From an optimization exercise on the open Yosys and OpenROAD flow, aimed at small area, a short achievable clock period and few clock cycles per item; shortcuts taken in it are not production practice.
Function was not checked in any run shown here: the RTL went through the layout flow alone.
Power figures rest on the tool's default switching activity, not on a simulated workload.

<file path="flow/design.v">
package stt_pkg;
  localparam int unsigned LineBits   = 16;
  localparam int unsigned ColBits    = 16;
  localparam int unsigned OffsetBits = 32;
  localparam int unsigned LengthBits = 16;
  localparam int unsigned KindBits   = 5;
  typedef logic [LineBits-1:0]   line_t;
  typedef logic [ColBits-1:0]    col_t;
  typedef logic [OffsetBits-1:0] offset_t;
  typedef logic [LengthBits-1:0] length_t;
  localparam logic [7:0] ChNul   = 8'h00;
  localparam logic [7:0] ChTab   = 8'h09;
  localparam logic [7:0] ChLf    = 8'h0A;
  localparam logic [7:0] ChCr    = 8'h0D;
  localparam logic [7:0] ChSpace = 8'h20;
  localparam logic [7:0] ChBang  = 8'h21;
  localparam logic [7:0] ChDot   = 8'h2E;
  localparam logic [7:0] ChEq    = 8'h3D;
  localparam logic [7:0] ChUnder = 8'h5F;
  typedef enum logic [KindBits-1:0] {
    TK_ILLEGAL  = 5'd0,
    TK_EOF      = 5'd1,
    TK_IDENT    = 5'd2,
    TK_INT      = 5'd3,
    TK_DOUBLE   = 5'd4,
    TK_ASSIGN   = 5'd5,
    TK_EQ       = 5'd6,
    TK_BANG     = 5'd7,
    TK_NOT_EQ   = 5'd8,
    TK_PLUS     = 5'd9,
    TK_MINUS    = 5'd10,
    TK_ASTERISK = 5'd11,
    TK_SLASH    = 5'd12,
    TK_MODULO   = 5'd13,
    TK_SEMI     = 5'd14,
    TK_LPAREN   = 5'd15,
    TK_RPAREN   = 5'd16,
    TK_COMMA    = 5'd17,
    TK_LBRACE   = 5'd18,
    TK_RBRACE   = 5'd19,
    TK_LT       = 5'd20,
    TK_GT       = 5'd21
  } token_kind_e;
  typedef enum logic [2:0] {
    MODE_IDLE   = 3'd0,
    MODE_IDENT  = 3'd1,
    MODE_NUM    = 3'd2,
    MODE_NUMDOT = 3'd3,
    MODE_EQ     = 3'd4,
    MODE_BANG   = 3'd5
  } scan_mode_e;
  typedef struct packed {
    token_kind_e kind;
    line_t       line;
    col_t        col;
    offset_t     offset;
    length_t     len;
    logic        last;
  } tok_t;
  function automatic logic is_alpha(input logic [7:0] c);
    is_alpha = ((c >= 8'h61 && c <= 8'h7A) || (c >= 8'h41 && c <= 8'h5A) || (c == stt_pkg::ChUnder));
  endfunction
  function automatic logic is_digit(input logic [7:0] c);
    is_digit = (c >= 8'h30 && c <= 8'h39);
  endfunction
  function automatic logic is_space(input logic [7:0] c);
    is_space = ((c == stt_pkg::ChSpace) || (c == stt_pkg::ChTab) || (c == stt_pkg::ChLf) || (c == stt_pkg::ChCr));
  endfunction
  function automatic token_kind_e single_kind(input logic [7:0] c);
    token_kind_e k;
    unique case (c)
      8'h2B:   k = stt_pkg::TK_PLUS;
      8'h2D:   k = stt_pkg::TK_MINUS;
      8'h2A:   k = stt_pkg::TK_ASTERISK;
      8'h2F:   k = stt_pkg::TK_SLASH;
      8'h25:   k = stt_pkg::TK_MODULO;
      8'h3B:   k = stt_pkg::TK_SEMI;
      8'h28:   k = stt_pkg::TK_LPAREN;
      8'h29:   k = stt_pkg::TK_RPAREN;
      8'h2C:   k = stt_pkg::TK_COMMA;
      8'h7B:   k = stt_pkg::TK_LBRACE;
      8'h7D:   k = stt_pkg::TK_RBRACE;
      8'h3C:   k = stt_pkg::TK_LT;
      8'h3E:   k = stt_pkg::TK_GT;
      default: k = stt_pkg::TK_ILLEGAL;
    endcase
    single_kind = k;
  endfunction
  localparam int unsigned TokBits = KindBits + LineBits + ColBits + OffsetBits + LengthBits + 1;
  function automatic logic [TokBits-1:0] mk_tok(input token_kind_e kind, input line_t line,
                                                input col_t col, input offset_t offset,
                                                input length_t len);
    mk_tok = {kind, line, col, offset, len, 1'b0};
  endfunction
endpackage
module source_text_tokenizer (
  input  logic                             clk_i,
  input  logic                             rst_ni,
  input  logic                             txt_valid_i,
  output logic                             txt_ready_o,
  input  logic [7:0]                       txt_char_i,
  input  logic                             txt_end_i,
  output logic                             tok_valid_o,
  input  logic                             tok_ready_i,
  output logic [stt_pkg::KindBits-1:0]     tok_kind_o,
  output logic [stt_pkg::LineBits-1:0]     tok_line_o,
  output logic [stt_pkg::ColBits-1:0]      tok_col_o,
  output logic [stt_pkg::OffsetBits-1:0]   tok_offset_o,
  output logic [stt_pkg::LengthBits-1:0]   tok_length_o,
  output logic                             tok_last_o
);
  typedef struct packed {
    logic       e;
    logic       al;
    logic       dg;
    logic       dt;
    logic       eq;
    logic       bg;
    logic       lf;
    logic       sg;
    logic [4:0] sk;
  } cls_t;
  typedef struct packed {
    logic id;
    logic num;
    logic dot;    
    logic op;     
  } mode_t;
  typedef struct packed {
    logic       v;       
    logic       last;
    logic       fin;     
    logic       stp;     
    logic [4:0] kind;
  } pres_t;
  typedef struct packed {
    pres_t      p;
    logic       sa;      
    logic       sb;      
    logic       lrun;    
    logic [1:0] lsm;
  } pinfo_t;
  function automatic cls_t classify(input logic [7:0] c, input logic end_i);
    cls_t r;
    logic e;
    e    = end_i || (c == stt_pkg::ChNul);
    r.e  = e;
    r.al = !e && stt_pkg::is_alpha(c);
    r.dg = !e && stt_pkg::is_digit(c);
    r.dt = !e && (c == stt_pkg::ChDot);
    r.eq = !e && (c == stt_pkg::ChEq);
    r.bg = !e && (c == stt_pkg::ChBang);
    r.lf = !e && (c == stt_pkg::ChLf);
    r.sg = !e && !stt_pkg::is_alpha(c) && !stt_pkg::is_digit(c) && !stt_pkg::is_space(c) &&
           (c != stt_pkg::ChEq) && (c != stt_pkg::ChBang);
    r.sk = stt_pkg::single_kind(c);
    classify = r;
  endfunction
  function automatic pinfo_t present(input cls_t x, input logic vld, input mode_t m,
                                     input logic bang, input logic seen, input logic ph);
    pinfo_t r;
    logic hold_dot, a_ex, c_ex, c_idle, special, sp_x;
    hold_dot = m.num && x.dt && !seen;
    a_ex     = (m.id && !x.al) || (m.num && !x.dg && !hold_dot) || (m.dot && !x.dg) || m.op;
    c_ex     = x.e || (x.sg && !hold_dot);
    c_idle   = x.e || x.sg;
    special  = m.dot && !x.dg;
    sp_x     = !(x.e || x.al || x.dg || x.eq || x.bg || x.sg);
    r.sa     = a_ex && !ph;
    r.sb     = special && ph;
    r.p.v    = vld && (a_ex || c_ex);
    if (r.sa) begin
      r.p.last = !special && !c_ex;
      r.p.fin  = !special && !c_ex;
      r.p.stp  = 1'b0;
      r.lrun   = !m.op;
      r.lsm    = {x.eq, !x.eq};
      if (m.id)       r.p.kind = stt_pkg::TK_IDENT;
      else if (m.op)  r.p.kind = bang ? (x.eq ? stt_pkg::TK_NOT_EQ : stt_pkg::TK_BANG)
                                      : (x.eq ? stt_pkg::TK_EQ : stt_pkg::TK_ASSIGN);
      else            r.p.kind = (m.num && seen) ? stt_pkg::TK_DOUBLE : stt_pkg::TK_INT;
    end else if (r.sb) begin
      r.p.last = !c_idle;
      r.p.fin  = sp_x;
      r.p.stp  = !sp_x;
      r.lrun   = 1'b0;
      r.lsm    = 2'd1;
      r.p.kind = stt_pkg::TK_ILLEGAL;
    end else begin
      r.p.last = 1'b1;
      r.p.fin  = 1'b1;
      r.p.stp  = 1'b0;
      r.lrun   = 1'b0;
      r.lsm    = {1'b0, !x.e};
      r.p.kind = x.e ? stt_pkg::TK_EOF : x.sk;
    end
    present = r;
  endfunction
  logic       fv0_q, fv1_q, cur_vld_q;
  logic [8:0] fq0_q, fq1_q, in_byte;
  cls_t       cur_q, nxt_byte;
  mode_t            mode_q;
  logic             bang_q, seen_q, ph_q;
  stt_pkg::line_t   line_q;
  stt_pkg::col_t    col_q, ocol_q;
  stt_pkg::offset_t off_q, ooff_q;
  stt_pkg::length_t olen_q;
  pres_t            pr_q;
  logic             hold_dot, absorbed, start, radv, run_top;
  mode_t            fin_mode;
  logic             fin_bang, fin_seen;
  stt_pkg::length_t fin_run;
  pinfo_t           fin_p, stp_p, nxt_p;
  mode_t            stp_mode;
  logic             a1, t1, l1, off_top, col_top, oc1, cc1, lc1;
  stt_pkg::line_t   line_inc;
  stt_pkg::col_t    col_inc;
  stt_pkg::offset_t off_inc;
  logic take, do_fin, do_stp, do_nxt, pop, push;
  assign tok_valid_o  = pr_q.v;
  assign tok_kind_o   = pr_q.kind;
  assign tok_last_o   = pr_q.last;
  assign tok_line_o   = line_q;
  assign tok_col_o    = ocol_q;
  assign tok_offset_o = ooff_q;
  assign tok_length_o = olen_q;
  assign txt_ready_o = !fv1_q;
  assign push        = txt_valid_i && !fv1_q;
  assign in_byte     = {txt_end_i, txt_char_i};
  assign nxt_byte    = classify(fq0_q[7:0], fq0_q[8]);
  assign hold_dot = mode_q.num && cur_q.dt && !seen_q;
  assign absorbed = (mode_q.id && cur_q.al) || (mode_q.num && cur_q.dg) || hold_dot ||
                    (mode_q.dot && cur_q.dg) || (mode_q.op && cur_q.eq);
  assign start    = cur_vld_q && !cur_q.e && !absorbed &&
                    (cur_q.al || cur_q.dg || cur_q.eq || cur_q.bg);
  assign radv     = cur_vld_q && (mode_q.id || mode_q.num || mode_q.dot) && absorbed && !hold_dot;
  assign run_top  = &olen_q[15:1];
  always_comb begin
    fin_mode = mode_q;
    fin_bang = bang_q;
    fin_seen = seen_q;
    if (cur_vld_q) begin
      fin_mode.id  = start ? cur_q.al : (mode_q.id && cur_q.al);
      fin_mode.num = start ? cur_q.dg : (mode_q.num && cur_q.dg) || (mode_q.dot && cur_q.dg);
      fin_mode.dot = hold_dot;
      fin_mode.op  = start && (cur_q.eq || cur_q.bg);
      if (start) begin
        fin_bang = cur_q.bg;
        fin_seen = 1'b0;
      end else if (mode_q.dot && cur_q.dg) begin
        fin_seen = 1'b1;
      end
    end
    if (start) begin
      fin_run = stt_pkg::length_t'(1);
    end else begin
      fin_run[0] = radv ? (run_top || (olen_q[0] ^ !mode_q.dot)) : olen_q[0];
      for (int i = 1; i < 16; i++) begin
        fin_run[i] = olen_q[i] ^ (radv && !run_top && (mode_q.dot || olen_q[0]) &&
                                  (&(olen_q | ~((16'd1 << i) - 16'd2))));
      end
    end
    stp_mode     = mode_q;
    stp_mode.dot = 1'b0;
  end
  assign fin_p = present(nxt_byte, fv0_q, fin_mode, fin_bang, fin_seen, 1'b0);
  assign stp_p = present(cur_q, 1'b1, stp_mode, bang_q, seen_q, 1'b0);
  assign nxt_p = present(cur_q, 1'b1, mode_q, bang_q, seen_q, 1'b1);
  assign a1      = pr_q.stp || (cur_vld_q && !cur_q.e && !hold_dot);
  assign t1      = !pr_q.stp && mode_q.dot;
  assign l1      = !pr_q.stp && cur_vld_q && cur_q.lf;
  assign off_top = &off_q[31:1];
  assign col_top = &col_q[15:1];
  assign oc1     = a1 && !off_top && (t1 || off_q[0]);
  assign cc1     = a1 && !col_top && (t1 || col_q[0]);
  assign lc1     = l1 && !(&line_q);
  always_comb begin
    off_inc[0] = a1 ? (off_top || (off_q[0] ^ !t1)) : off_q[0];
    for (int i = 1; i < 32; i++) begin
      off_inc[i] = off_q[i] ^ (oc1 && (&(off_q | ~((32'd1 << i) - 32'd2))));
    end
    for (int i = 0; i < 16; i++) begin
      line_inc[i] = line_q[i] ^ (lc1 && (&(line_q | ~((16'd1 << i) - 16'd1))));
    end
    col_inc[0] = l1 || (a1 ? (col_top || (col_q[0] ^ !t1)) : col_q[0]);
    for (int i = 1; i < 16; i++) begin
      col_inc[i] = !l1 && (col_q[i] ^ (cc1 && (&(col_q | ~((16'd1 << i) - 16'd2)))));
    end
  end
  assign take   = pr_q.v && tok_ready_i;
  assign do_fin = !cur_vld_q || !pr_q.v || (tok_ready_i && pr_q.fin);
  assign do_stp = take && pr_q.stp;
  assign do_nxt = take && !pr_q.fin && !pr_q.stp;
  assign pop    = do_fin && fv0_q;
  always_ff @(posedge clk_i or negedge rst_ni) begin
    if (!rst_ni) begin
      fv0_q     <= 1'b0;
      fv1_q     <= 1'b0;
      cur_vld_q <= 1'b0;
      mode_q    <= '0;
      ph_q      <= 1'b0;
      line_q    <= stt_pkg::line_t'(1);
      col_q     <= stt_pkg::col_t'(1);
      off_q     <= '0;
      pr_q.v    <= 1'b0;
    end else begin
      if (fv1_q) begin
        if (pop) fv1_q <= 1'b0;
      end else begin
        fv0_q <= push || (fv0_q && !pop);
        fv1_q <= push && fv0_q && !pop;
      end
      if (do_fin) begin
        cur_vld_q <= fv0_q;
        mode_q    <= fin_mode;
        ph_q      <= 1'b0;
        pr_q.v    <= fin_p.p.v;
      end else if (do_stp) begin
        mode_q    <= stp_mode;
        ph_q      <= 1'b0;
        pr_q.v    <= stp_p.p.v;
      end else if (do_nxt) begin
        ph_q      <= 1'b1;
        pr_q.v    <= nxt_p.p.v;
      end
      if (do_fin || do_stp) begin
        line_q <= line_inc;
        col_q  <= col_inc;
        off_q  <= off_inc;
      end
    end
  end
  always_ff @(posedge clk_i) begin
    if (fv1_q) begin
      if (pop) fq0_q <= fq1_q;
    end else begin
      if (!fv0_q || pop) fq0_q <= in_byte;
      else               fq1_q <= in_byte;
    end
    if (do_fin) begin
      cur_q    <= nxt_byte;
      bang_q   <= fin_bang;
      seen_q   <= fin_seen;
      {pr_q.last, pr_q.fin, pr_q.stp, pr_q.kind} <=
        {fin_p.p.last, fin_p.p.fin, fin_p.p.stp, fin_p.p.kind};
      if (fin_p.p.v && !fin_p.sa) begin
        ocol_q <= col_inc;
        ooff_q <= off_inc;
      end else if (start) begin
        ocol_q <= col_q;
        ooff_q <= off_q;
      end
      olen_q <= (fin_p.p.v && !fin_p.lrun) ? {14'd0, fin_p.lsm} : fin_run;
    end else if (do_stp) begin
      {pr_q.last, pr_q.fin, pr_q.stp, pr_q.kind} <=
        {stp_p.p.last, stp_p.p.fin, stp_p.p.stp, stp_p.p.kind};
      if (stp_p.p.v) begin
        ocol_q <= col_inc;
        ooff_q <= off_inc;
        olen_q <= {14'd0, stp_p.lsm};
      end
    end else if (do_nxt) begin
      {pr_q.last, pr_q.fin, pr_q.stp, pr_q.kind} <=
        {nxt_p.p.last, nxt_p.p.fin, nxt_p.p.stp, nxt_p.p.kind};
      ocol_q <= {col_q[15:1], col_q[0] || (nxt_p.sb && col_top)};
      ooff_q <= {off_q[31:1], off_q[0] || (nxt_p.sb && off_top)};
      olen_q <= {14'd0, nxt_p.lsm};
    end
  end
endmodule
</file>
<file path="flow/config.mk">
export PLATFORM = sky130hd
export DESIGN_NAME = source_text_tokenizer
export DESIGN_NICKNAME = source_text_tokenizer
export VERILOG_FILES = /design/flow/design.v
export SDC_FILE = /design/flow/constraint.sdc
export NUM_CORES = 4
export LEC_CHECK = 0
export CAP_MARGIN = 20
export CORE_MARGIN = 2
export CORE_UTILIZATION = 40
export SETUP_SLACK_MARGIN = 2.5
export SLEW_MARGIN = 20
</file>
<file path="flow/run.sh">
#!/bin/bash
# synth_recipe.tcl (not shown) runs the flow's synth.tcl, then flattens the netlist and writes it again
# the make line also repeats each setting of config.mk as NAME=value (left out here)
make -C /OpenROAD-flow-scripts/flow DESIGN_CONFIG=/design/flow/config.mk WORK_HOME=/design/flow/orfs CLKGATE_MAP_FILE= SYNTH_SCRIPT=/design/flow/synth_recipe.tcl finish
</file>
<file path="flow/constraint.sdc">
create_clock -name core_clock -period 5.0 [get_ports {clk_i}]
set_input_delay 1.0000 -clock core_clock [delete_from_list [all_inputs] [get_ports {clk_i}]]
set_output_delay 1.0000 -clock core_clock [all_outputs]
set_load 0.01 [all_outputs]
</file>
==> results of run 1 <==
## cells in the final DEF (no fill, tap or decap), drive strengths merged, types with 8 or more instances in the layout
master,Yosys,final
nand3,41,41
nand2,92,92
edfxtp,104,104
xor2,29,29
dfrtp,70,70
nor4,8,8
clkbuf,20,22
o21ai,70,70
buf,23,100
inv,23,30
nand2b,9,9
and3,29,29
nand4,18,18
ha,9,9
clkdlybuf4s50,0,96
nor2,75,75
a21oi,46,46
mux2,9,9
o31ai,16,16
xnor2,54,54
nor3,25,25
## flip-flops by register name, indices dropped and copies added, names as in the netlist
signal,count
bang_q,1
col_q,16
cur_q,13
cur_vld_q,1
fq0_q,9
fq1_q,9
fv0_q,1
fv1_q,1
line_q,16
mode_q,4
ocol_q,16
off_q,32
olen_q,16
ooff_q,32
pr_q,9
seen_q,1
## power by group through the flow
stage | Clock, mW | Combinational (mW) | Sequential, mW
CTS | 1.39 | 4.18 | 2.68
floorplan | 0 | 1.90 | 2.69
detailed placement | 0 | 2.88 | 2.81
global route | 1.45 | 5.08 | 2.74
finish | 1.37 | 4.74 | 2.69
global placement | 0 | 2.86 | 2.80
## cell type report
| class | count | area [um^2] | area share (%) |
|---|---|---|---|
| Clock buffer | 18 | 439 | 3.47 |
| Multi-Input combinational cell | 632 | 4550 | 36.0 |
| Tap cell | 285 | 357 | 2.82 |
| Clock inverter | 14 | 166 | 1.32 |
| Sequential cell | 177 | 4970 | 39.3 |
| Inverter | 23 | 92.6 | 0.732 |
| Timing Repair Buffer | 203 | 2070 | 16.4 |
## cells by family (layout without fill, tap and decap cells)
group	count (synthesis)	count (layout)	synth area share, %
multiplexers	11	11	1.33
AO/OA/AOI/OAI	181	181	12.5
flip-flops	177	177	54.1
AND/OR/NAND/NOR	348	348	19.4
XOR/XNOR	83	83	7.96
adder cells (fa/ha/maj)	9	9	1.23
buffers and inverters	66	258	3.45
## worst paths after layout
kind,endpoint,depth (start not counted),startpoint
min in group asynchronous,off_q[22],1,rst_ni
worst min register to register,line_q[0],2,line_q[0]
worst min-delay path,line_q[0],2,line_q[0]
max in group asynchronous,line_q[2],1,rst_ni
worst max register to register,ocol_q[4],11,cur_q[11]
worst max-delay path,ocol_q[4],11,cur_q[11]
## routing by layer
layer / track usage [%] / part of all wire (%)
met1: 25.3 / 43
met2: 33.7 / 51
met3: 3.12 / 4.1
met4: 6.35 / 2.4
met5: 0 / 0
## timing repair
action                                  CTS  global route
buffers inserted                         62            24
pin swaps                                43            32
endpoints found under the setup margin  211           146
resized for setup                       120            72
cloned                                    4             5
## metrics by stage
stage / setup WS, ns / hold slack [ns] / cells / utilization, %
6_report: 2.00 / 0.487 / 1352 / 56.2
3_5_place_dp: 1.16 / 0.479 / 1225 / 46.3
2_1_floorplan: 1.74 / 0.475 / 875 / -
3_3_place_gp: 1.26 / 0.462 / 1225 / 46.3
4_1_cts: 2.00 / 0.491 / 1323 / 53.6
5_1_grt: 1.90 / 0.511 / 1352 / 56.2
## tightest hold or removal path: cells and delay by family (launching register included)
family	cells	cell delay [ns]
flops	1	0.39
simple gates	2	0.09
==> impl_results.md, run 1 <==
* Number of DRC markers in iteration 0 at between 400 and 500
* RSZ-0062 raised after global routing: true
* Clk buf depth at 2
* Layout cells sized above 1 at 26.0%
* Final hold viol count at 0
* Critical path's slowest cell: or4_1
* Area leader, netlist: edfxtp_1
* Final setup TNS at 0 ns
* Synth cell count leaders: edfxtp_1, nand2_1, nor2_1
* Crit start category: flip-flop
* CTS sink cnt at between 150 and 200
* Syn_area_per_cell at 10.4 um^2
* Filler cells at 1869
* Cts bufs inserted at 17
* Row Count at 55
* Buf+Inv Stages, Crit Path at 4
* Final period utilization at 60.0%
* Max_slew headroom at about 33%
* Area Growth Syn to Fin at 38.5%
* EDFF count, synth at 104
* Leading post-synthesis cells by cell area: edfxtp_1, dfrtp_1, xnor2_1
* DP HPWL at between 10 and 15 mm
* Die area at 24100 um^2
* Drt total wl at 24.2 mm
* Mapped Nets at between 800 and 900
* CTS Root Cell: clkbuf_16
* MaxCap Viol Count at 0
* Status: finished clean
* Worst Setup Path Type: reg2reg
* Delay-heaviest family, CP: compound AO/OA/AOI/OAI gates
* Least-Margin Pin Slew at ~1 ns
* GRT overflow at 0
* Power per Cell Area at ~700 nW/um^2
* Input/output buffers at 100
* First drt pass iteration count at 5
* Die Ht at about 160 um
* Delay of the slowest critical-path stage at 0.69 ns
* Lkg Pwr at 5.03 nW
* Largest net degree at the start of global routing at 73
* Combinational power share at 53.9%
* Area after DPL at between 10000 and 15000 um^2
* Fin Clk Skew at approximately 0.013 ns
* Num ports at approximately 100
* Vias in the first global route at between 7000 and 8000
* Final Cell Area at about 13000 um^2
* Synth warnings at 1
* Top cell type's share of synthesized area at 34.2%
* CP cell instances: or4_1 > a21bo_2 > inv_1 > nor3b_4 > o21ai_4 > buf_12 > a41oi_4 > buf_12 > buf_6 > o21ai_2 > o21ai_1
* Net switching fraction of the power at between 40% and 50%
* Slew Viols, Final at 0
* CP Data Arrival Time at 3.18 ns
* DRC Markers at 0
* CTS tree: built
* Antenna violations before repair at 0
* Most used DFF post-synth: edfxtp_1
* Final setup fails at 0
* Crit. End Element: flip-flop
* Top cell by count, worst path: buf_12
* Post-synthesis cell area at just over 9000 um^2
* Reg2Reg Setup Slack at 2.00 ns
* First-pass GRT wire length at approximately 37 mm
* Fraction of registers with async set/reset at between 40% and 50%
* H-tree Lvls at 4
* Fin crit period at 3.00 ns
* Seq cells post-synth at 177
* DR WL/cell at 17.9 um
* Net count reported at finish at 1076
* Syn Inst Count at around 900
* Fmax at 333 MHz
* Peak supply drop at 0.361 mV
* CP max FO at 8
* Starting density of the core at 40.6%
* Via count at 7446
* Final ANT Viol Nets at 0
* Internal at between 5 and 6 mW
* GPL Wtd Cong at 0.874
* CORE AREA at between 20000 and 25000 um^2
* NetSw at ~3.5 mW
* # diodes at 0
* Hold buffer count at CTS at 0
* Register area share after synthesis at approximately 54%
* Clock latency on the worst-skew pair at ~0.43 ns
* Die W at 155 um
* GRT Total Usage at 19.6%
* CTS clk-pin slew, worst paths at approximately 0.070 ns
* Register share of total power at around 30%
* Vias per Instance at 5.51
* Most numerous cell in the Yosys netlist: edfxtp_1
* Total Power at between 8 and 9 mW
* WP data required at 5.18 ns
* Clock Power Share at around 16%
* Synth unique cells at 71
* Hold crit path type: reg2reg
==> run 2: changes to the inputs <==
--- a/flow/config.mk
+++ b/flow/config.mk
@@ -9,4 +9,4 @@
 export CORE_MARGIN = 2
 export CORE_UTILIZATION = 40
-export SETUP_SLACK_MARGIN = 2.5
+export SETUP_SLACK_MARGIN = 3
 export SLEW_MARGIN = 20
==> run 2 against run 1 <==
Compared with the run above:
- flip-flop and latch count stayed put
- wire length is 8.3% higher
- synthesized area stayed put
- register-to-register slack worse by 0.07 ns
- worst hold slack better by 0.024 ns
- core utilization is 3.5 points higher
- critical path depth stayed put
==> impl_results.md, run 2 <==
* Status: finished clean
* GPL Wtd Cong at 0.833 (-4.7%)
* Worst r2r path cells at 11 (unchanged)
* Lkg Pwr at 5.61 nW (+12%)
* Critical R2R Launch: fq0_q[0]
* Max_slew headroom at 36.5% (+3.4 points)
* Largest net degree at the start of global routing at 73 (unchanged)
* Input/output buffers at 100 (unchanged)
* First drt pass iteration count at 5 (unchanged)
* Crit. End Element: flip-flop
* CORE AREA at 22500 um^2 (unchanged)
* Clk buf depth at 2 (unchanged)
* Fmax at 326 MHz (-2.2%)
* Peak supply drop at 0.329 mV (-8.8%)
* CP max FO at 10 (+2)
* Filler cells at 1836 (-1.8%)
* CP Data Arrival Time at 3.24 ns (+0.06 ns)
* Critical Path Start: fq0_q[0]
* H-tree Lvls at 4 (unchanged)
* Syn_area_per_cell at 10.4 um^2 (unchanged)
* Area Growth Syn to Fin at 47.0%
* Die Ht at 155 um (unchanged)
* Most numerous cell in the Yosys netlist: edfxtp_1
* Register area share after synthesis at 54.1% (unchanged)
* DR WL/cell at 18.3 um (+2.4%)
* Most frequent cells in the layout: buf_4, edfxtp_1, buf_2, nand2_1, nor2_1
* R2r endpoint: ocol_q[7]
* Starting density of the core at 40.6% (unchanged)
* Layout cells sized above 1 at 43.9% (+18 points)
* RSZ-0062 raised after global routing: true
* Least-Margin Pin Slew at 0.926 ns (-0.0768 ns)
* Regs by FF count: off_q: 32 flops, ooff_q: 32 flops
* CTS clk-pin slew, worst paths at 0.07 ns (about the same)
* Leading post-synthesis cells by cell area: edfxtp_1, dfrtp_1, xnor2_1
* Synth warnings at 1 (unchanged)
* Final setup fails at 0 (unchanged)
* Drt total wl at 26.2 mm (+8.3%)
* Synth cell count leaders: edfxtp_1, nand2_1, nor2_1
* EDFF count, synth at 104 (unchanged)
* Die W at 155 um (unchanged)
* Worst Setup EP: ocol_q[7]
* Final ANT Viol Nets at 0 (unchanged)
* Antenna violations before repair at 0 (unchanged)
* Num ports at 101 (unchanged)
* Power per Cell Area at 664 nW/um^2 (-4.5%)
* Worst Setup Path Type: reg2reg
* Total Power at 8.92 mW (+1.4%)
* Top cell type's share of synthesized area at 34.2% (unchanged)
* WP data required at 5.17 ns (about the same)
* Register area at 4970 um^2 (+0.13%)
* Final setup TNS at 0 ns (unchanged)
* Most common cell after layout, fill and taps aside: buf_4
* Die area at 24100 um^2 (unchanged)
* Synth unique cells at 71 (unchanged)
* Row Count at 55 (unchanged)
* Fin crit period at 3.07 ns (+0.0678 ns)
* Clock latency on the worst-skew pair at 0.44 ns (about the same)
* Post-synthesis cell area at 9140 um^2 (unchanged)
* Syn Inst Count at 875 (unchanged)
* Hold buffer count at CTS at 0 (unchanged)
* Most used DFF post-synth: edfxtp_1
* Final Cell Area at 13400 um^2 (+6.2%)
* Fraction of registers with async set/reset at 40.7% (unchanged)
* Area after DPL at 10600 um^2 (+2.2%)
* CTS Root Cell: clkbuf_16
* Slew Viols, Final at 0 (unchanged)
* Final period utilization at 61.4% (+1.4 points)
* Hold WS at 0.511 ns (+0.0239 ns)
* First-pass GRT wire length at 40.2 mm (+8.2%)
* Mapped Nets at 897 (unchanged)
* CTS sink cnt at 177 (unchanged)
* Vias per Instance at 5.47 (-0.76%)
* Via count at 7810 (+4.9%)
* Multi-input gate area at 4880 um^2 (+7.1%)
* Hold crit path type: reg2reg
* Final hold viol count at 0 (unchanged)
* Net count reported at finish at 1153 (+7.2%)
* GRT Total Usage at 21.1% (+1.6 points)
* Fin Clk Skew at 0.0156 ns (+0.00277 ns)
* # diodes at 0 (unchanged)
* Reg2Reg Setup Slack at 1.93 ns (-0.07 ns)
* GRT overflow at 0 (unchanged)
* DP HPWL at 14.7 mm (+1.1%)
* Crit start category: flip-flop
* CTS tree: built
* Cts bufs inserted at 17 (unchanged)
* MaxCap Viol Count at 0 (unchanged)
* Seq cells post-synth at 177 (unchanged)
* Vias in the first global route at 7717 (+10%)
* DRC Markers at 0 (unchanged)
* Number of DRC markers in iteration 0 at 522 (+5.0%)
* Area leader, netlist: edfxtp_1
==> run 2: logic make-up after synthesis <==
kind of cell | synth area share (%)
AO/OA/AOI/OAI | 12.5
XOR/XNOR | 7.96
adder cells (fa/ha/maj) | 1.23
buffers and inverters | 3.45
flip-flops | 54.1
multiplexers | 1.33
AND/OR/NAND/NOR | 19.4
==> run 2: cell type report <==
cell class,count,area share (%)
clock buffer,19,3.38
clock inverter,13,1.29
inverter,23,0.922
multi-input combinational,633,36.3
sequential,177,37.0
tap,285,2.65
timing repair buffer,278,18.3
timing repair inverter,1,0.0652
==> run 2: critical path, stage by stage (launching register included) <==
cell and delay [ns]:
edfxtp_1 0.50, buf_6 0.19, o41ai_4 0.36, nor2_1 0.07
or4_4 0.56, o21ai_4 0.17, buf_12 0.15, buf_6 0.10
a41oi_4 0.17, buf_6 0.22, o21ai_0 0.21, o31ai_1 0.11
==> run 2: worst min-delay path by stage <==
stage	from	endpoint	slack (ns)	depth (start not counted)
floorplan	off_q[27]	off_q[27]	0.48	1
global placement	line_q[0]	line_q[0]	0.48	2
detailed placement	line_q[0]	line_q[0]	0.48	2
CTS	off_q[27]	off_q[27]	0.51	1
global route	off_q[27]	off_q[27]	0.54	1
finish	off_q[27]	off_q[27]	0.51	1
==> run 2: layer usage <==
layer | up-vias | share of wire (%) | global-route usage [%]
met5 | - | 0 | 0
li1 | 3709 | - | -
met4 | 0 | 1.6 | 5.73
met1 | 3788 | 45 | 28.6
met3 | 43 | 6.1 | 4.62
met2 | 270 | 48 | 34.5
==> run 2: report_power, final <==
group	leakage [nW]	switching [mW]	internal, mW
Combinational	3.32	2.61	2.24
Clock	0.310	0.598	0.827
Sequential	1.99	0.361	2.29
==> run 2: metrics by stage <==
step | utilization [%] | setup WS [ns] | cells
final | 59.7 | 1.93 | 1429
after floorplan | - | 1.74 | 875
after CTS | 55.7 | 1.91 | 1380
after detailed placement | 47.3 | 1.17 | 1223
after global placement | 47.3 | 1.26 | 1223
after global routing | 59.7 | 1.84 | 1429
==> run 2: what timing repair did <==
action,CTS,global route
gates resized for setup,504,90
pin swaps,57,50
setup buffers,121,40
setup endpoints to repair,334,246
cloned,4,9
==> run 3: changes to the inputs <==
--- a/flow/design.v
+++ b/flow/design.v
@@ -197,9 +197,34 @@
     present = r;
   endfunction
+  typedef struct packed {
+    mode_t m;
+    logic  bang;
+    logic  seen;
+    logic  hold;     
+    logic  start;    
+    logic  radv;     
+  } scan_t;
+  function automatic scan_t scan(input cls_t x, input mode_t m, input logic bang,
+                                 input logic seen);
+    scan_t r;
+    logic absorbed;
+    r.hold   = m.num && x.dt && !seen;
+    absorbed = (m.id && x.al) || (m.num && x.dg) || r.hold || (m.dot && x.dg) || (m.op && x.eq);
+    r.start  = !x.e && !absorbed && (x.al || x.dg || x.eq || x.bg);
+    r.radv   = (m.id || m.num || m.dot) && absorbed && !r.hold;
+    r.m.id   = r.start ? x.al : (m.id && x.al);
+    r.m.num  = r.start ? x.dg : (m.num && x.dg) || (m.dot && x.dg);
+    r.m.dot  = r.hold;
+    r.m.op   = r.start && (x.eq || x.bg);
+    r.bang   = r.start ? x.bg : bang;
+    r.seen   = r.start ? 1'b0 : (m.dot && x.dg) || seen;
+    scan = r;
+  endfunction
   logic       fv0_q, fv1_q, cur_vld_q;
-  logic [8:0] fq0_q, fq1_q, in_byte;
-  cls_t       cur_q, nxt_byte;
-  mode_t            mode_q;
-  logic             bang_q, seen_q, ph_q;
+  cls_t       fq0_q, fq1_q, in_byte, cur_q;
+  mode_t            mode_q, nmode_q;
+  logic             bang_q, seen_q, nbang_q, nseen_q, ph_q;
+  logic             x_hold_q, x_start_q, x_radv_q;
+  scan_t            nscan;
   stt_pkg::line_t   line_q;
   stt_pkg::col_t    col_q, ocol_q;
@@ -207,7 +232,5 @@
   stt_pkg::length_t olen_q;
   pres_t            pr_q;
-  logic             hold_dot, absorbed, start, radv, run_top;
-  mode_t            fin_mode;
-  logic             fin_bang, fin_seen;
+  logic             run_top;
   stt_pkg::length_t fin_run;
   pinfo_t           fin_p, stp_p, nxt_p;
@@ -227,35 +250,14 @@
   assign txt_ready_o = !fv1_q;
   assign push        = txt_valid_i && !fv1_q;
-  assign in_byte     = {txt_end_i, txt_char_i};
-  assign nxt_byte    = classify(fq0_q[7:0], fq0_q[8]);
-  assign hold_dot = mode_q.num && cur_q.dt && !seen_q;
-  assign absorbed = (mode_q.id && cur_q.al) || (mode_q.num && cur_q.dg) || hold_dot ||
-                    (mode_q.dot && cur_q.dg) || (mode_q.op && cur_q.eq);
-  assign start    = cur_vld_q && !cur_q.e && !absorbed &&
-                    (cur_q.al || cur_q.dg || cur_q.eq || cur_q.bg);
-  assign radv     = cur_vld_q && (mode_q.id || mode_q.num || mode_q.dot) && absorbed && !hold_dot;
+  assign in_byte     = classify(txt_char_i, txt_end_i);
   assign run_top  = &olen_q[15:1];
+  assign nscan    = scan(fq0_q, nmode_q, nbang_q, nseen_q);
   always_comb begin
-    fin_mode = mode_q;
-    fin_bang = bang_q;
-    fin_seen = seen_q;
-    if (cur_vld_q) begin
-      fin_mode.id  = start ? cur_q.al : (mode_q.id && cur_q.al);
-      fin_mode.num = start ? cur_q.dg : (mode_q.num && cur_q.dg) || (mode_q.dot && cur_q.dg);
-      fin_mode.dot = hold_dot;
-      fin_mode.op  = start && (cur_q.eq || cur_q.bg);
-      if (start) begin
-        fin_bang = cur_q.bg;
-        fin_seen = 1'b0;
-      end else if (mode_q.dot && cur_q.dg) begin
-        fin_seen = 1'b1;
-      end
-    end
-    if (start) begin
+    if (x_start_q) begin
       fin_run = stt_pkg::length_t'(1);
     end else begin
-      fin_run[0] = radv ? (run_top || (olen_q[0] ^ !mode_q.dot)) : olen_q[0];
+      fin_run[0] = x_radv_q ? (run_top || (olen_q[0] ^ !mode_q.dot)) : olen_q[0];
       for (int i = 1; i < 16; i++) begin
-        fin_run[i] = olen_q[i] ^ (radv && !run_top && (mode_q.dot || olen_q[0]) &&
+        fin_run[i] = olen_q[i] ^ (x_radv_q && !run_top && (mode_q.dot || olen_q[0]) &&
                                   (&(olen_q | ~((16'd1 << i) - 16'd2))));
       end
@@ -264,8 +266,8 @@
     stp_mode.dot = 1'b0;
   end
-  assign fin_p = present(nxt_byte, fv0_q, fin_mode, fin_bang, fin_seen, 1'b0);
+  assign fin_p = present(fq0_q, fv0_q, nmode_q, nbang_q, nseen_q, 1'b0);
   assign stp_p = present(cur_q, 1'b1, stp_mode, bang_q, seen_q, 1'b0);
   assign nxt_p = present(cur_q, 1'b1, mode_q, bang_q, seen_q, 1'b1);
-  assign a1      = pr_q.stp || (cur_vld_q && !cur_q.e && !hold_dot);
+  assign a1      = pr_q.stp || (cur_vld_q && !cur_q.e && !x_hold_q);
   assign t1      = !pr_q.stp && mode_q.dot;
   assign l1      = !pr_q.stp && cur_vld_q && cur_q.lf;
@@ -299,4 +301,5 @@
       cur_vld_q <= 1'b0;
       mode_q    <= '0;
+      nmode_q   <= '0;
       ph_q      <= 1'b0;
       line_q    <= stt_pkg::line_t'(1);
@@ -313,5 +316,6 @@
       if (do_fin) begin
         cur_vld_q <= fv0_q;
-        mode_q    <= fin_mode;
+        mode_q    <= nmode_q;
+        if (fv0_q) nmode_q <= nscan.m;
         ph_q      <= 1'b0;
         pr_q.v    <= fin_p.p.v;
@@ -339,7 +343,14 @@
     end
     if (do_fin) begin
-      cur_q    <= nxt_byte;
-      bang_q   <= fin_bang;
-      seen_q   <= fin_seen;
+      cur_q     <= fq0_q;
+      bang_q    <= nbang_q;
+      seen_q    <= nseen_q;
+      x_hold_q  <= fv0_q && nscan.hold;
+      x_start_q <= fv0_q && nscan.start;
+      x_radv_q  <= fv0_q && nscan.radv;
+      if (fv0_q) begin
+        nbang_q <= nscan.bang;
+        nseen_q <= nscan.seen;
+      end
       {pr_q.last, pr_q.fin, pr_q.stp, pr_q.kind} <=
         {fin_p.p.last, fin_p.p.fin, fin_p.p.stp, fin_p.p.kind};
@@ -347,5 +358,5 @@
         ocol_q <= col_inc;
         ooff_q <= off_inc;
-      end else if (start) begin
+      end else if (x_start_q) begin
         ocol_q <= col_q;
         ooff_q <= off_q;
--- a/flow/config.mk
+++ b/flow/config.mk
@@ -9,4 +9,4 @@
 export CORE_MARGIN = 2
 export CORE_UTILIZATION = 40
-export SETUP_SLACK_MARGIN = 3
+export SETUP_SLACK_MARGIN = 2.5
 export SLEW_MARGIN = 20
==> run 3 against run 2 <==
Compared with the run above:
- total power is 20% lower
- critical path depth is 6 lower
- synthesized cell count is 5.6% higher
- clock power is 3% lower
- design area is 9.2% lower
- count of clock-buffer cells in the layout is 1 lower
- non-clock buffer count is 143 lower
- combinational power is 41% lower
- wire length is 11% lower
- die area is 9.1% higher
- still clean
==> impl_results.md, run 3 <==
* Register area at 5440 um^2 (+9.4%)
* Final ANT Viol Nets at 0 (unchanged)
* Seq cells post-synth at 194 (+9.6%)
* Die Ht at 162 um (+4.5%)
* Least-Margin Pin Slew at 0.913 ns (-0.0130 ns)
* Top cell type's share of synthesized area at 35.2% (+0.97 points)
* First-pass GRT wire length at 37.6 mm (-6.6%)
* Syn Inst Count at 924 (+5.6%)
* Worst Setup Path Type: in2reg
* Hold crit path type: reg2reg
* CP max FO at 20 (+10)
* MaxCap Viol Count at 0 (unchanged)
* Die area at 26300 um^2 (+9.1%)
* Worst r2r path cells at 7 (-4)
* Num ports at 101 (unchanged)
* Peak supply drop at 0.279 mV (-15%)
* CTS Root Cell: clkbuf_16
* Hold buffer count at CTS at 0 (unchanged)
* DR WL/cell at 17.2 um (-6.2%)
* Lkg Pwr at 4.71 nW (-16%)
* GPL Wtd Cong at 0.840 (+0.85%)
* CORE AREA at 24400 um^2 (+8.4%)
* Antenna violations before repair at 0 (unchanged)
* WP depth at 5 (-6)
* Power per Cell Area at 589 nW/um^2 (-11%)
* Post-synthesis cell area at 9990 um^2 (+9.4%)
* Delay-heaviest family, CP: multiplexers
* Register area share after synthesis at 54.4% (+0.26 points)
* Layout cells sized above 1 at 12.7% (-31 points)
* EDFF count, synth at 117 (+13%)
* Final setup fails at 0 (unchanged)
* Fmax at 405 MHz (+24%)
* Filler cells at 2253 (+23%)
* Multi-input gate area at 4360 um^2 (-11%)
* Via count at 7475 (-4.3%)
* DP HPWL at 15.2 mm (+3.3%)
* Starting density of the core at 41.0% (+0.37 points)
* Syn_area_per_cell at 10.8 um^2 (+3.6%)
* Area leader, netlist: edfxtp_1
* Largest net degree at the start of global routing at 45 (-38%)
* DRC Markers at 0 (unchanged)
* GRT overflow at 0 (unchanged)
* Most frequent cells in the layout: edfxtp_1, clkdlybuf4s50_1, nand2_1, dfrtp_1, xnor2_1
* Fin Clk Skew at 0.0115 ns (-0.00412 ns)
* CP Data Arrival Time at 2.77 ns (-0.47 ns)
* Top cell by count, worst path: mux2_2
* Final setup TNS at 0 ns (unchanged)
* RSZ-0062 raised after global routing: true
* Final hold viol count at 0 (unchanged)
* # diodes at 0 (unchanged)
* First drt pass iteration count at 7 (+2)
* Most used DFF post-synth: edfxtp_1
* Max_slew headroom at 38.7% (+2.2 points)
* Slew Viols, Final at 0 (unchanged)
* Synth cell count leaders: edfxtp_1, nand2_1, dfrtp_1
* Area after DPL at 11300 um^2 (+5.8%)
* Crit. End Element: flip-flop
* CTS clk-pin slew, worst paths at 0.07 ns (about the same)
* WP data required at 5.31 ns (+0.14 ns)
* Synth warnings at 1 (unchanged)
* Final period utilization at 49.4% (-12 points)
* CTS sink cnt at 194 (+9.6%)
* Final Cell Area at 12200 um^2 (-9.2%)
* Delay of the slowest critical-path stage at 0.44 ns (-0.12 ns)
* H-tree Lvls at 4 (unchanged)
* CP cell instances: dlygate4sd2_1 > nand2b_1 > mux2_2 > o32ai_1 > mux2_2
* Fin crit period at 2.47 ns (-0.600 ns)
* Status: finished clean
* Most common cell after layout, fill and taps aside: edfxtp_1
* GRT Total Usage at 18.1% (-3.0 points)
* Drt total wl at 23.3 mm (-11%)
* Net count reported at finish at 1043 (-9.5%)
* Leading post-synthesis cells by cell area: edfxtp_1, dfrtp_1, xnor2_1
* Synth unique cells at 84 (+18%)
* Hold Path Depth at 0 (-1)
* Die W at 162 um (+4.5%)
* Clock latency on the worst-skew pair at 0.43 ns (about the same)
* Area Growth Syn to Fin at 22.0%
* Crit start category: input pin
* Buf+Inv Stages, Crit Path at 1 (-3)
* Critical path's slowest cell: dlygate4sd2_1
* Input/output buffers at 100 (unchanged)
* Cts bufs inserted at 17 (unchanged)
* Row Count at 57 (+3.6%)
* Most numerous cell in the Yosys netlist: edfxtp_1
* CTS tree: built
* Vias in the first global route at 6824 (-12%)
* Clk buf depth at 2 (unchanged)
* Regs by FF count: off_q: 32 flops, ooff_q: 32 flops
* Number of DRC markers in iteration 0 at 462 (-11%)
* Vias per Instance at 5.50 (+0.71%)
* Fraction of registers with async set/reset at 39.2% (-1.5 points)
* Mapped Nets at 946 (+5.5%)
-- run 3: changes by cell type in the layout (fill, tap and decap cells not counted), sizes merged, moves of 11 or more --
cell / change
buf: -225
a21oi: +11
xnor2: +12
xor2: -11
nand4: +20
nor2: -25
clkdlybuf4s50: +75
o21ai: -28
edfxtp: +13
-- run 3: per-stage QoR --
stage	std cells	hold WS, ns	utilization [%]	power, mW	setup WS [ns]
2_1_floorplan	924	0.400	-	4.45	2.24
3_3_place_gp	1300	0.425	46.2	5.56	1.23
3_5_place_dp	1300	0.426	46.2	5.59	1.16
4_1_cts	1345	0.450	49.5	7.14	2.49
5_1_grt	1358	0.454	50.0	7.62	2.41
6_report	1358	0.443	50.0	7.18	2.53
-- run 3: layer usage --
layer / wire length [um] / GRT usage (%) / vias to the layer above
met5: 0 / 0 / -
li1: - / - / 3628
met3: 1020 / 2.86 / 20
met1: 11100 / 26.2 / 3656
met4: 276 / 5.59 / 0
met2: 10900 / 28.1 / 171
-- run 3: path summary, 6_finish.rpt --
kind | startpoint | end | slack (ns)
hold reg to reg | fq0_q[6] | cur_q[6] | 0.44
setup reg to reg | mode_q[1] | olen_q[13] | 2.68
max in group asynchronous | rst_ni | line_q[7] | 3.48
min in group asynchronous | rst_ni | col_q[13] | 0.58
hold / removal | fq0_q[6] | cur_q[6] | 0.44
setup / recovery | txt_char_i[1] | fq0_q[0] | 2.53
-- run 3: logic make-up (layout without fill, tap and decap cells) --
kind of cell    count (synthesis)  after routing  share of synthesized area [%]
buf+inv                        83            192                           3.72
simple gates                  352            352                           19.3
mux                            13             13                           1.45
fa+ha+maj                       9              9                           1.13
xor+xnor                       84             84                           7.36
compound gates                189            190                           12.7
flops                         194            194                           54.4
-- run 3: final cells by class --
class | instances | share of cell area, %
sequential | 194 | 44.6
multi-input combinational | 648 | 35.8
timing repair buffer | 135 | 10.6
clock buffer | 18 | 3.52
tap | 324 | 3.32
clock inverter | 14 | 1.27
inverter | 25 | 0.831
-- run 3: repair_timing --
| item | in CTS | in global routing |
|---|---|---|
| endpoints found under the hold margin | 0 | 0 |
| resized for setup | 30 | 20 |
| cloned | 2 | 0 |
| pin swaps | 4 | 3 |
| endpoints found under the setup margin | 221 | 104 |
| setup buffers | 11 | 13 |
-- run 3: report_power, final --
group,internal [mW],switching (mW)
clock network,0.747,0.632
logic,1.23,1.64
registers,2.50,0.420
total,4.48,2.70
==> run 4: changes to the inputs <==
--- a/flow/config.mk
+++ b/flow/config.mk
@@ -9,4 +9,4 @@
 export CORE_MARGIN = 2
 export CORE_UTILIZATION = 40
-export SETUP_SLACK_MARGIN = 2.5
+export SETUP_SLACK_MARGIN = 3
 export SLEW_MARGIN = 20
==> run 4 against run 3 <==
Compared with the run above:
- still clean on timing, DRC and antenna
- via count grew 15%
- die area is the same
- register-to-register slack gained 0.11 ns
- core utilization grew 8.2 points
- first-iteration DRC count grew 55%
- flip-flop and latch count is the same
- sequential power is essentially flat
- worst setup slack gained 0.26 ns
- clock skew grew 0.0014 ns
- cell count grew 9.6%
- count of clock-buffer cells in the layout grew 1
- sequential share of layout area shrank 6.2 points
- largest power group is now combinational logic
- highest routed layer unchanged
==> impl_results.md, run 4 <==
* Status: finished clean
* EDFF count, synth at 117 (unchanged)
* Post-Synth Simple-Gate Area at 19.3% (unchanged)
* Most frequent cells in the layout: edfxtp_1, buf_4, buf_2, dfrtp_1, nand2_1
* Finished Layout Cells at 1488 (+9.6%)
* Largest family of logic cells by synthesized area: simple AND/OR/NAND/NOR gates
* CTS Root Cell: clkbuf_16
* CORE AREA at 24400 um^2 (unchanged)
* Placed insts at 1297 (-0.23%)
* Compound-Gate Fraction of Synth Area at 12.7% (unchanged)
* CP cell instances: nor2b_4 > a2111oi_4 > buf_4 > a41o_4 > buf_12 > buf_12 > buf_16 > nand4_1 > xnor2_1
* CTS clk-pin slew, worst paths at 0.08 ns (about the same)
* Fmax at 452 MHz (+12%)
* Syn Inst Count at 924 (unchanged)
* Synth warnings at 1 (unchanged)
* Synth cell count leaders: edfxtp_1, nand2_1, dfrtp_1
* Lkg Pwr at 5.98 nW (+27%)
* Regs by FF count: off_q: 32 flops, ooff_q: 32 flops
* Leading post-synthesis cells by cell area: edfxtp_1, dfrtp_1, xnor2_1
* Row Count at 57 (unchanged)
* Buf+Inv Stages, Crit Path at 4 (+3)
* Net count reported at finish at 1173 (+12%)
* Top cell by count, worst path: buf_12
* Synth unique cells at 84 (unchanged)
* Vias per Instance at 5.76 (+4.7%)
* Multi-input gate area at 5390 um^2 (+24%)
* Most used DFF post-synth: edfxtp_1
* Clock latency on the worst-skew pair at 0.44 ns (about the same)
* # diodes at 0 (unchanged)
* Peak supply drop at 0.331 mV (+19%)
* First drt pass iteration count at 5 (-2)
* Hold buffer count at CTS at 0 (unchanged)
* Delay of the slowest critical-path stage at 0.48 ns (+0.04 ns)
* MaxCap Viol Count at 0 (unchanged)
* Filler cells at 2051 (-9.0%)
* Mapped Nets at 946 (unchanged)
* Area after DPL at 11500 um^2 (+1.8%)
* CP max FO at 6 (-70%)
* Fraction of registers with async set/reset at 39.2% (unchanged)
* Final period utilization at 44.3% (-5.1 points)
* Die Ht at 162 um (unchanged)
* CP Data Arrival Time at 2.41 ns (-0.36 ns)
* Final ANT Viol Nets at 0 (unchanged)
* Post-synthesis cell area at 9990 um^2 (unchanged)
* Fin crit period at 2.21 ns (-0.256 ns)
* Die W at 162 um (unchanged)
* Hold crit path type: reg2reg
* DR WL/cell at 19.8 um (+15%)
* DRC Markers at 0 (unchanged)
* Final setup fails at 0 (unchanged)
* Starting density of the core at 41.0% (unchanged)
* Cts bufs inserted at 17 (unchanged)
* Clk buf depth at 2 (unchanged)
* Power per Cell Area at 610 nW/um^2 (+3.6%)
* Register area share after synthesis at 54.4% (unchanged)
* Largest net degree at the start of global routing at 44 (-2.2%)
* Fin Clk Skew at 0.0129 ns (+0.00139 ns)
* Delay-heaviest family, CP: compound AO/OA/AOI/OAI gates
* Drt total wl at 29.4 mm (+26%)
* Die area at 26300 um^2 (unchanged)
* Total Power at 8.66 mW (+21%)
* Max_slew headroom at 42.0% (+3.4 points)
* Mux contribution to synthesized area at 1.45% (unchanged)
* Num ports at 101 (unchanged)
* Register area at 5450 um^2 (+0.21%)
* WP data required at 5.19 ns (-0.12 ns)
* Worst Setup Path Type: reg2reg
* Adder-Cell Fraction of Synth Area at 1.13% (unchanged)
* Number of DRC markers in iteration 0 at 718 (+55%)
* Syn_area_per_cell at 10.8 um^2 (unchanged)
* GRT overflow at 0 (unchanged)
* Antenna violations before repair at 0 (unchanged)
* Input/output buffers at 100 (unchanged)
* CTS sink cnt at 194 (unchanged)
* Final core utilization at 58.2% (+8.2 points)
* Final hold viol count at 0 (unchanged)
* Via count at 8577 (+15%)
* Crit. End Element: flip-flop
* Xor/xnor cell area share of the yosys netlist at 7.36% (unchanged)
* Vias in the first global route at 7950 (+17%)
* Critical path's slowest cell: edfxtp_1
* Least-Margin Pin Slew at 0.869 ns (-0.0438 ns)
* H-tree Lvls at 4 (unchanged)
* GPL Wtd Cong at 0.824 (-1.8%)
* Final Cell Area at 14200 um^2 (+16%)
* Slew Viols, Final at 0 (unchanged)
* CTS tree: built
* Top cell type's share of synthesized area at 35.2% (unchanged)
* Crit start category: flip-flop
* Most common cell after layout, fill and taps aside: edfxtp_1
* Most numerous cell in the Yosys netlist: edfxtp_1
* GRT Total Usage at 22.1% (+3.9 points)
* RSZ-0062 raised after global routing: true
* First-pass GRT wire length at 45.1 mm (+20%)
* Area leader, netlist: edfxtp_1
* Layout cells sized above 1 at 41.4% (+29 points)
* Area Growth Syn to Fin at 42.0%
* DP HPWL at 15.4 mm (+0.95%)
* Seq cells post-synth at 194 (unchanged)
* Final setup TNS at 0 ns (unchanged)
-- run 4: cell counts after synthesis --
No cell type changed its count.
-- run 4: layout make-up --
type	instances	share of cell area, %
Sequential cell	194	38.4
Multi-Input combinational cell	655	38.0
Timing Repair Buffer	256	16.1
Clock buffer	19	3.05
Tap cell	324	2.86
Inverter	25	0.794
Clock inverter	13	0.723
Timing Repair inverter	2	0.0882
-- run 4: metrics by stage --
step / hold slack (ns) / worst slack, ns
after global placement: 0.410 / 1.29
after global routing: 0.453 / 2.68
after CTS: 0.431 / 2.77
final: 0.421 / 2.79
after floorplan: 0.400 / 2.24
after detailed placement: 0.413 / 1.16
-- run 4: routing by layer --
metal  GRT usage [%]  part of all wire (%)  up-vias
li1                -                     -     3929
met1            31.8                    44     4242
met2            33.5                    47      349
met3            4.34                   7.1       57
met4            7.28                   2.1        0
met5               0                     0        -
-- run 4: cells by family after synthesis --
group,Yosys count
muxes,13
adders and majority gates,9
buffers and inverters,83
DFF,194
xor gates and xnor gates,84
AOI/OAI and AO/OA,189
and+or+nand+nor,352
-- run 4: where the power goes --
| group | switching [mW] | internal (mW) |
|---|---|---|
| sequential | 0.394 | 2.50 |
| combinational | 2.42 | 2.05 |
| clock | 0.638 | 0.646 |
-- run 4: what timing repair did --
action | 4_1_cts | 5_1_grt
buffers inserted | 105 | 33
hold endpoints to repair | 0 | 0
setup endpoints to repair | 380 | 262
cloned | 20 | 1
pin swaps | 60 | 55
gates resized for setup | 564 | 98
-- run 4: worst paths after layout --
check	cells after the start	endpoint	slack [ns]	start
setup reg to reg	9	ooff_q[20]	2.79	fq0_q[10]
hold / removal	0	cur_q[6]	0.42	fq0_q[6]
max in group asynchronous	2	nmode_q[2]	3.48	rst_ni
setup / recovery	9	ooff_q[20]	2.79	fq0_q[10]
min in group asynchronous	1	off_q[26]	0.57	rst_ni
hold reg to reg	0	cur_q[6]	0.42	fq0_q[6]
==> run 5: changes to the inputs <==
--- a/flow/config.mk
+++ b/flow/config.mk
@@ -9,4 +9,5 @@
 export CORE_MARGIN = 2
 export CORE_UTILIZATION = 40
-export SETUP_SLACK_MARGIN = 3
+export CTS_BUF_LIST = sky130_fd_sc_hd__clkbuf_8
+export SETUP_SLACK_MARGIN = 2.5
 export SLEW_MARGIN = 20
==> run 5 against run 4 <==
Compared with the run above:
- wire length is 20% lower
- register-to-register slack worse by 0.14 ns
- count of clock-buffer cells in the layout is 2 lower
- first-iteration DRC count is 23% lower
- worst setup slack worse by 0.23 ns
- non-clock buffer count is 104 lower
- die area stayed put
- design area is 15% lower
- worst hold slack better by 0.038 ns
==> impl_results.md, run 5 <==
* RSZ-0062 raised after global routing: false
* Num ports at 101 (unchanged)
* First drt pass iteration count at 7 (+2)
* Critical path's slowest cell: clkdlybuf4s50_1
* Seq cells post-synth at 194 (unchanged)
* Die W at 162 um (unchanged)
* Multi-input gate area at 4360 um^2 (-19%)
* Vias per Instance at 5.47 (-5.0%)
* Fmax at 410 MHz (-9.3%)
* Lkg Pwr at 4.70 nW (-21%)
* CTS sink cnt at 194 (unchanged)
* Top cell type's share of synthesized area at 35.2% (unchanged)
* CP Data Arrival Time at 1.44 ns (-0.97 ns)
* CP max FO at 3 (-3)
* Area Growth Syn to Fin at 21.0%
* CTS tree: built
* DP HPWL at 15.2 mm (-0.95%)
* Most common cell after layout, fill and taps aside: edfxtp_1
* Syn_area_per_cell at 10.8 um^2 (unchanged)
* Fraction of registers with async set/reset at 39.2% (unchanged)
* Leading post-synthesis cells by cell area: edfxtp_1, dfrtp_1, xnor2_1
* Row Count at 57 (unchanged)
* Final Cell Area at 12100 um^2 (-15%)
* Layout cells sized above 1 at 14.0% (-27 points)
* Clk buf depth at 2 (unchanged)
* Antenna violations before repair at 0 (unchanged)
* Most used DFF post-synth: edfxtp_1
* Area leader, netlist: edfxtp_1
* Most frequent cells in the layout: edfxtp_1, clkdlybuf4s50_1, nand2_1, dfrtp_1, xnor2_1
* Synth cell count leaders: edfxtp_1, nand2_1, dfrtp_1
* Post-synthesis cell area at 9990 um^2 (unchanged)
* Least-Margin Pin Slew at 0.913 ns (+0.0434 ns)
* Die Ht at 162 um (unchanged)
* CP cell instances: clkdlybuf4s50_1
* Final period utilization at 48.8% (+4.6 points)
* Crit. End Element: output pin
* Register area share after synthesis at 54.4% (unchanged)
* Slew Viols, Final at 0 (unchanged)
* Synth unique cells at 84 (unchanged)
* Register area at 5440 um^2 (-0.23%)
* Delay-heaviest family, CP: buffers and inverters
* First-pass GRT wire length at 37.3 mm (-17%)
* Power per Cell Area at 563 nW/um^2 (-7.7%)
* Area after DPL at 11300 um^2 (-1.8%)
* Largest net degree at the start of global routing at 48 (+9.1%)
* GRT Total Usage at 17.9% (-4.1 points)
* Most numerous cell in the Yosys netlist: edfxtp_1
* Cts bufs inserted at 17 (unchanged)
* Number of DRC markers in iteration 0 at 550 (-23%)
* Filler cells at 2264 (+10%)
* Via count at 7526 (-12%)
* DR WL/cell at 17.1 um (-13%)
* Regs by FF count: off_q: 32 flops, ooff_q: 32 flops
* Hold crit path type: reg2reg
* Input/output buffers at 100 (unchanged)
* Crit start category: flip-flop
* Syn Inst Count at 924 (unchanged)
* Final setup fails at 0 (unchanged)
* Die area at 26300 um^2 (unchanged)
* Vias in the first global route at 6815 (-14%)
* Delay of the slowest critical-path stage at 0.57 ns (+0.09 ns)
* CORE AREA at 24400 um^2 (unchanged)
* WP data required at 4.00 ns (-1.19 ns)
* CTS Root Cell: clkbuf_8
* Final setup TNS at 0 ns (unchanged)
* Starting density of the core at 41.0% (unchanged)
* Status: finished clean
* MaxCap Viol Count at 0 (unchanged)
* Final ANT Viol Nets at 0 (unchanged)
* Fin crit period at 2.44 ns (+0.228 ns)
* # diodes at 0 (unchanged)
* Clock latency on the worst-skew pair at 0.47 ns (+0.03 ns)
* GPL Wtd Cong at 0.840 (+1.8%)
* GRT overflow at 0 (unchanged)
* Max_slew headroom at 38.7% (-3.4 points)
* DRC Markers at 0 (unchanged)
* Net count reported at finish at 1060 (-9.6%)
* CTS clk-pin slew, worst paths at 0.11 ns (+0.03 ns)
* H-tree Lvls at 4 (unchanged)
* Buf+Inv Stages, Crit Path at 1 (-3)
* Mapped Nets at 946 (unchanged)
* Drt total wl at 23.5 mm (-20%)
* Synth warnings at 1 (unchanged)
* Fin Clk Skew at 0.0147 ns (+0.00183 ns)
* Worst Setup Path Type: reg2out
* Final hold viol count at 0 (unchanged)
* EDFF count, synth at 117 (unchanged)
* Peak supply drop at 0.309 mV (-6.6%)
run 5: cell counts after synthesis:
No cell type changed its count.
run 5: what timing repair did:
action | in CTS | in global routing
pin swaps | 4 | 3
cloned | 1 | 0
hold buffers | 0 | 0
setup endpoints to repair | 212 | 105
buffers inserted | 21 | 21
resized for setup | 30 | 17
run 5: stage by stage:
step	hold WS [ns]	setup WS, ns	instances	total power [mW]	utilization [%]
final	0.458	2.56	1375	6.81	49.6
after detailed placement	0.426	1.16	1300	5.59	46.2
after global placement	0.425	1.23	1300	5.56	46.2
after CTS	0.461	2.50	1354	6.79	48.8
after global routing	0.468	2.50	1375	7.25	49.6
after floorplan	0.400	2.24	924	4.45	-
run 5: kinds of logic (layout without fill, tap and decap cells):
kind of cell / after synthesis / in the layout / share of synthesized area (%)
and+or+nand+nor: 352 / 352 / 19.3
AOI/OAI and AO/OA: 189 / 190 / 12.7
xor gates and xnor gates: 84 / 84 / 7.36
buffers and inverters: 83 / 209 / 3.72
muxes: 13 / 13 / 1.45
adders and majority gates: 9 / 9 / 1.13
DFF: 194 / 194 / 54.4
run 5: path summary, 6_finish.rpt:
kind                       startpoint             end  slack [ns]  cells after the start
max                        line_q[13]  tok_line_o[13]        2.56                      1
min                          fq0_q[1]        cur_q[1]        0.46                      0
max reg2reg                 cur_q[12]       off_q[11]        2.65                      5
min reg2reg                  fq0_q[1]        cur_q[1]        0.46                      0
max in group asynchronous      rst_ni       line_q[4]        3.55                      2
min in group asynchronous      rst_ni       col_q[13]        0.54                      1
run 5: final cells by class:
class / instances / share of cell area, %
multi-input cells: 648 / 36.0
well taps: 324 / 3.35
flip-flops and latches: 194 / 45.0
clock buffers: 17 / 1.94
repair buffers: 152 / 11.5
inverters: 25 / 0.838
clock inverters: 15 / 1.31
run 5: report_power, final:
group	switching [mW]	internal, mW
Sequential	0.390	2.50
Combinational	1.67	1.22
Clock	0.586	0.452
Total	2.64	4.17
run 5: per-layer routing:
metal | wire, um | vias to the layer above | part of all wire [%] | GRT usage [%]
met2 | 11200 | 183 | 47 | 27.9
met5 | 0 | - | 0 | 0
met4 | 299 | 0 | 1.3 | 5.43
met1 | 10900 | 3668 | 46 | 25.7
li1 | - | 3655 | - | -
met3 | 1160 | 20 | 4.9 | 3.22
==> run 6: changes to the inputs <==
==> flow/flow/run.sh (new file) <==
#!/bin/bash
# Standard layout, with the port buffers made from buf_2 cells instead of the
# default delay buffer. Make's full output goes to make.log here.
set -euo pipefail
export BUFFER_PORTS_ARGS="-buffer_cell sky130_fd_sc_hd__buf_2"
bash standard.sh > make.log 2>&1
==> flow/standard.sh (new file) <==
#!/bin/bash
# synth_recipe.tcl (not shown) runs the flow's synth.tcl, then flattens the netlist and writes it again
# the make line also repeats each setting of config.mk as NAME=value (left out here)
make -C /OpenROAD-flow-scripts/flow DESIGN_CONFIG=/design/flow/config.mk WORK_HOME=/design/flow/orfs CLKGATE_MAP_FILE= SYNTH_SCRIPT=/design/flow/synth_recipe.tcl "${@:-finish}"
removed: flow/run.sh
==> run 6 against run 5 <==
Compared with the run above:
- count of clock-buffer cells in the layout did not move
- sequential share of layout area grew 2.7 points
- combinational power fell by 14%
- maximum frequency grew 0.11%
- first-iteration DRC count down 5.8%
- flip-flop and latch count did not move
- worst hold slack lost 0.022 ns
- global-route usage shrank 0.38 points
- die area unchanged
- register-to-register slack hardly changed
- critical endpoint is now ocol_q[4]
==> impl_results.md, run 6 <==
* Fin Clk Skew at 0.0189 ns (+0.00418 ns)
* Input/output buffers at 100 (unchanged)
* Clock Power Share at 15.9% (+0.6 points)
* Power per Cell Area at 564 nW/um^2 (+0.11%)
* Area leader, netlist: edfxtp_1
* Final setup TNS at 0 ns (unchanged)
* Row Count at 57 (unchanged)
* Die area at 26300 um^2 (unchanged)
* Num ports at 101 (unchanged)
* Net switching fraction of the power at 40.3% (+1.5 points)
* WP data required at 5.29 ns (+1.29 ns)
* CTS Root Cell: clkbuf_8
* Max_slew headroom at 39.3% (+0.63 points)
* Finished Layout Cells at 1347 (-2.0%)
* Via count at 7318 (-2.8%)
* Area Growth Syn to Fin at 14.1%
* Final hold viol count at 0 (unchanged)
* CTS clk-pin slew, worst paths at 0.09 ns (-0.02 ns)
* Most numerous cell in the Yosys netlist: edfxtp_1
* Hold crit path type: reg2reg
* Post-synthesis cell area at 9990 um^2 (unchanged)
* Synth cell count leaders: edfxtp_1, nand2_1, dfrtp_1
* Top cell type's share of synthesized area at 35.2% (unchanged)
* First-pass GRT wire length at 37.1 mm (-0.63%)
* # diodes at 0 (unchanged)
* Combinational power share at 38.7% (-3.6 points)
* DP HPWL at 14.9 mm (-1.9%)
* DRC Markers at 0 (unchanged)
* Filler cells at 2298 (+1.5%)
* Most common cell after layout, fill and taps aside: edfxtp_1
* Placed insts at 1298 (-0.15%)
* CP cell instances: buf_2 > nand3_1 > nor3b_4 > a41o_1 > buf_12 > nand2_2 > o31ai_1
* Internal at 3.84 mW (-7.9%)
* MaxCap Viol Count at 0 (unchanged)
* Layout cells sized above 1 at 20.2% (+6.2 points)
* Delay-heaviest family, CP: simple AND/OR/NAND/NOR gates
* NetSw at 2.59 mW (-2.0%)
* Number of DRC markers in iteration 0 at 518 (-5.8%)
* Starting density of the core at 41.0% (unchanged)
* Vias in the first global route at 7048 (+3.4%)
* GRT overflow at 0 (unchanged)
* Final core utilization at 46.7% (-2.8 points)
* Final period utilization at 48.8% (-0.055 points)
* Crit. End Element: flip-flop
* Crit start category: input pin
* Status: finished clean
* RSZ-0062 raised after global routing: true
* Clock latency on the worst-skew pair at 0.47 ns (about the same)
* Fin crit period at 2.44 ns (-0.00275 ns)
* Drt total wl at 22.5 mm (-4.4%)
* Critical path's slowest cell: nor3b_4
* Syn Inst Count at 924 (unchanged)
* Lkg Pwr at 4.57 nW (-2.8%)
* Regs by FF count: off_q: 32 flops, ooff_q: 32 flops
* Largest net degree at the start of global routing at 77 (+60%)
* Register share of total power at 45.4% (+3.0 points)
* Final setup fails at 0 (unchanged)
* Mapped Nets at 946 (unchanged)
* Peak supply drop at 0.229 mV (-26%)
* Synth unique cells at 84 (unchanged)
* Net count reported at finish at 1032 (-2.6%)
* Final ANT Viol Nets at 0 (unchanged)
* EDFF count, synth at 117 (unchanged)
* GPL Wtd Cong at 0.850 (+1.3%)
* Cts bufs inserted at 17 (unchanged)
* Worst Setup Path Type: in2reg
* Antenna violations before repair at 0 (unchanged)
* First drt pass iteration count at 4 (-3)
* Fmax at 410 MHz (+0.11%)
* Total Power at 6.43 mW (-5.6%)
* Register area share after synthesis at 54.4% (unchanged)
[run 6: changes by cell type in the layout (fill, tap and decap cells not counted), sizes merged, moves of 2 or more]
cell and change:
clkdlybuf4s50 -84, buf +71, dlymetal6s2s -4, dlygate4sd2 -8, clkinvlp +2, clkbuf -2
[run 6: per-stage QoR]
step	setup WS, ns	area (um^2)
floorplan	2.24	10100
global placement	1.76	10800
detailed placement	1.71	10800
CTS	2.42	11300
global route	2.45	11400
finish	2.56	11400
[run 6: kinds of logic (layout without fill, tap and decap cells)]
family	count (synthesis)	in the layout	synth area share (%)
AND/OR/NAND/NOR	352	352	19.3
flip-flops	194	194	54.4
AO/OA/AOI/OAI	189	190	12.7
XOR/XNOR	84	84	7.36
buffers and inverters	83	181	3.72
multiplexers	13	13	1.45
adder cells (fa/ha/maj)	9	9	1.13
[run 6: power groups by stage]
stage               clock [mW]  sequential [mW]  combinational [mW]
CTS                       1.06             2.92                2.42
finish                    1.02             2.92                2.49
global route              1.12             3.00                2.75
detailed placement           0             2.95                2.33
floorplan                    0             2.93                1.52
global placement             0             2.94                2.31
[run 6: what timing repair did]
item,4_1_cts,5_1_grt
pin swaps,2,2
setup endpoints to repair,132,89
gates resized for setup,11,5
setup buffers,8,8
cloned,1,0
hold buffers,0,0
[run 6: worst paths after layout]
path | slack [ns] | startpoint | depth (start not counted) | to
worst max-delay path | 2.56 | tok_ready_i | 7 | ocol_q[4]
worst min-delay path | 0.44 | fq0_q[6] | 0 | cur_q[6]
worst max register to register | 2.64 | pr_q[5] | 6 | ocol_q[4]
worst min register to register | 0.44 | fq0_q[6] | 0 | cur_q[6]
max in group asynchronous | 3.87 | rst_ni | 1 | fv1_q
min in group asynchronous | 0.57 | rst_ni | 1 | col_q[14]
[run 6: area by class of cell]
type / count / area [um^2] / share of cell area (%)
clock buffer: 17 / 234 / 2.05
inverter: 25 / 101 / 0.889
tap: 324 / 405 / 3.56
clock inverter: 15 / 158 / 1.38
sequential: 194 / 5440 / 47.7
multi-input combinational: 648 / 4330 / 37.9
timing repair buffer: 124 / 737 / 6.46
[run 6: layer usage]
metal | wire length [um] | GRT usage [%] | vias up
li1 | - | - | 3596
met1 | 10700 | 25.1 | 3526
met2 | 10300 | 26.5 | 164
met3 | 980 | 3.78 | 32
met4 | 503 | 5.99 | 0
met5 | 0 | 0 | -

[port drivers added, routing unchanged]
No port has a modelled driver above. Below, the same layouts with a new extraction and two added sets of constraints.
Step 1 assumes that a clkbuf_16 drives the clock port and a buf_2 every other input.
Step 2 times the ports against the registers' clock, not the clock port: input delays grow and output delays shrink by t, the midpoint of the rising clock arrivals with the driver on.
Three values: ideal ports, drivers, drivers and shift; two values: the first two.
| run | t, ns | slack for setup (ns) |
|---|---|---|
| run 1 | 0.472 | 1.999 / 1.999 / 1.978 |
| run 2 | 0.479 | 1.931 / 1.931 / 1.931 |
| run 3 | 0.476 | 2.531 / 2.508 / 2.088 |
| run 4 | 0.487 | 2.787 / 2.776 / 2.289 |
| run 5 | 0.504 | 2.559 / 2.515 / 2.049 |
| run 6 | 0.502 | 2.562 / 2.538 / 2.036 |
After both steps setup and hold are still met in every run listed.
